Source: an optimization exercise on an open RTL-to-GDS flow (aim: small area and few clock cycles per item). Production flows keep margins and buffers that such runs may drop.

// fp_mult_pipe
module fp_mult_pipe #(
   parameter int EXP_W = 8,
   parameter int MAN_W = 23
) (
   input  logic                 clk,
   input  logic                 rst_n,
   input  logic                 in_valid,
   output logic                 in_ready,
   input  logic [EXP_W+MAN_W:0] x,
   input  logic [EXP_W+MAN_W:0] y,
   output logic                 out_valid,
   input  logic                 out_ready,
   output logic [EXP_W+MAN_W:0] result
   ,
   output logic [3:0]           flags
);
   localparam int W  = 1 + EXP_W + MAN_W;
   localparam int SW = MAN_W + 1;
   localparam int PW = 2 * SW;
   localparam int XW = EXP_W + 2;
   localparam logic [XW-1:0] BIAS = XW'(2**(EXP_W-1) - 1);
   localparam logic [XW-1:0] EMAX = XW'(2**EXP_W - 1);
   localparam logic [EXP_W-1:0] EONES = '1;
   localparam logic [W-1:0] QNAN = {1'b0, EONES, 1'b1, {(MAN_W-1){1'b0}}};
   logic v_q;
   logic load;
   assign load      = ~v_q | out_ready;
   assign in_ready  = load;
   assign out_valid = v_q;
   logic             sx, sy;
   logic [EXP_W-1:0] ex, ey;
   logic [MAN_W-1:0] mx, my;
   logic             zx, zy, infx, infy, nanx, nany;
   assign {sx, ex, mx} = x;
   assign {sy, ey, my} = y;
   assign zx   = (ex == '0);
   assign zy   = (ey == '0);
   assign infx = (ex == EONES) & (mx == '0);
   assign infy = (ey == EONES) & (my == '0);
   assign nanx = (ex == EONES) & (mx != '0);
   assign nany = (ey == EONES) & (my != '0);
   logic [PW-1:0] p;
   wire bo0 = my[0] ^ 1'b0;
   wire bt0 = (my[1] & ~my[0] & ~1'b0) | (~my[1] & my[0] & 1'b0);
   wire bn0 = my[1] & ~(my[0] & 1'b0);
   wire xa1 = mx[0] ^ bn0;
   wire xa2 = mx[1] ^ bn0;
   wire xa3 = mx[2] ^ bn0;
   wire xa4 = mx[3] ^ bn0;
   wire xa5 = mx[4] ^ bn0;
  ...
export LEC_CHECK = 0
export CAP_MARGIN = 20
export CORE_MARGIN = 2
export CORE_UTILIZATION = 40
export CTS_BUF_LIST = sky130_fd_sc_hd__clkbuf_8
export GPL_TIMING_DRIVEN = 0
export SLEW_MARGIN = 20
create_clock -name core_clock -period 7.5 [get_ports {clk}]
standard.sh (not shown) runs the stock make flow with config.mk's settings and CLKGATE_MAP_FILE= SYNTH_SCRIPT=/design/flow/synth_recipe.tcl, a recipe that flattens the netlist after the stock synthesis.
==> flow/flow/run.sh <==
#!/bin/bash
# Layout flow: the standard ORFS flow (standard.sh) with three changes:
#  - synthesis skips Yosys's generic `abc -fast` pass (synth -noabc), so the full
#    adders written in the RTL reach extract_fa as written;
#  - the final ABC technology mapping uses flow/abc.script (area recovery under a
#    delay target, then gate sizing) instead of ORFS's abc_speed.script;
#  - every port is buffered by a buf_2 instead of the default clkdlybuf4s50_1.
set -euo pipefail
cd "$(dirname "$0")/.."
W=$(pwd)
export FLOW_SYNTH_TCL=$W/synth_recipe.tcl
export FLOW_ABC_SCRIPT=$W/flow/abc.script
export BUFFER_PORTS_ARGS="-buffer_cell sky130_fd_sc_hd__buf_2"
bash standard.sh synth SYNTH_ARGS=-noabc SYNTH_SCRIPT=$W/flow/synth.tcl > synth.log 2>&1
bash standard.sh finish SYNTH_ARGS=-noabc SYNTH_SCRIPT=$W/flow/synth.tcl > layout.log 2>&1
==> flow/flow/abc.script <==
strash
ifraig
dch -f
map -D 5500
topo
stime -c
buffer -c
upsize -c -D 5500
dnsize -c -D 5500
==> flow/flow/synth.tcl <==
# The standard flow's synthesis script (synth_recipe.tcl, sourced below unchanged), with the
# technology-mapping ABC run given our own script (flow/abc.script) in place of
# ORFS's abc_speed.script.  Only the combinational mapping changes; registers are
# mapped before ABC runs and keep their standard-synthesis names and cells.
proc abc {args} {
  set i [lsearch -exact $args -script]
  if { $i >= 0 } {
    lset args [expr {$i + 1}] $::env(FLOW_ABC_SCRIPT)
    puts "flow/synth.tcl: abc -script $::env(FLOW_ABC_SCRIPT)"
  }
  yosys abc {*}$args
}
source $::env(FLOW_SYNTH_TCL)
Edit:
--- a/flow/design.v
+++ b/flow/design.v
@@ -1596,15 +1596,15 @@
    assign inx   = ph_q[0] | st_q | (msb & ph_q[1]);
    always_comb begin
       ones[0] = 1'b1;
       for (int i = 1; i < SW; i++)
          ones[i] = ones[i-1] & man_n[i-1];
    end
    assign frac = man_n[MAN_W-1:0] ^ ({MAN_W{rnd}} & ones[MAN_W-1:0]);
-   assign cry  = rnd & ones[SW-1] & man_n[SW-1];
+   assign cry  = rnd & (&ph_q[SW:2]) & (msb | ph_q[1]);
    logic [XW-1:0] e_s;
    assign e_s = {1'b0, e_q} + XW'(msb) + XW'(cry);
    assign e_o = e_s[EXP_W-1:0] - BIAS[EXP_W-1:0];
    assign ovf = (e_s >= EMAX + BIAS);
    assign unf = (e_s <= BIAS);
    logic [W-1:0] r_d;
    logic [3:0]   f_d;
Cell area decreases slightly.
Hold slack degrades by 0.20 ns.
Via count increases slightly.
Utilization decreases by 0.95 points.
Routed wire length increases by a few percent.
Count of clock-buffer cells in the layout is unchanged.
Area after synthesis barely changes.
Fmax decreases slightly.
Setup slack degrades by 0.12 ns.
Cell count decreases slightly.
First-iteration DRC count decreases by about a fifth.
Sequential share of layout area increases by 0.14 points.
Function was not checked in any run of this note: the RTL went through the layout flow alone.

afterwards: timing with drivers on the ports:
Ports are ideal in the flow. The routed layouts listed here were re-timed in OpenROAD. Step 1 (the two cells are an assumption about what drives the block):
set clk [get_ports {clk}]
set_driving_cell -lib_cell sky130_fd_sc_hd__clkbuf_16 $clk
set_driving_cell -lib_cell sky130_fd_sc_hd__buf_2 [delete_from_list [all_inputs] $clk]
Step 2 times the ports against the registers' clock, not the clock port: input delays grow and output delays shrink by t, the midpoint of the rising clock arrivals with the driver on. a / b / c = ideal ports / drivers / drivers and shift; a / b = the first two.
run	t (ns)	setup slack, ns	clock arrival spread, ns	worst data-port slew with drivers (ns)
the first run	0.324	0.268 / 0.278 / -0.046	0.012 / 0.012	0.07
the second run	0.330	0.145 / 0.155 / -0.175	0.022 / 0.022	0.09
With both steps, setup timing fails in the first run and the second run, where it was met with ideal ports. For the second run, which loses most, drivers alone change the setup slack by +0.010 ns; drivers and shift together by -0.320 ns.
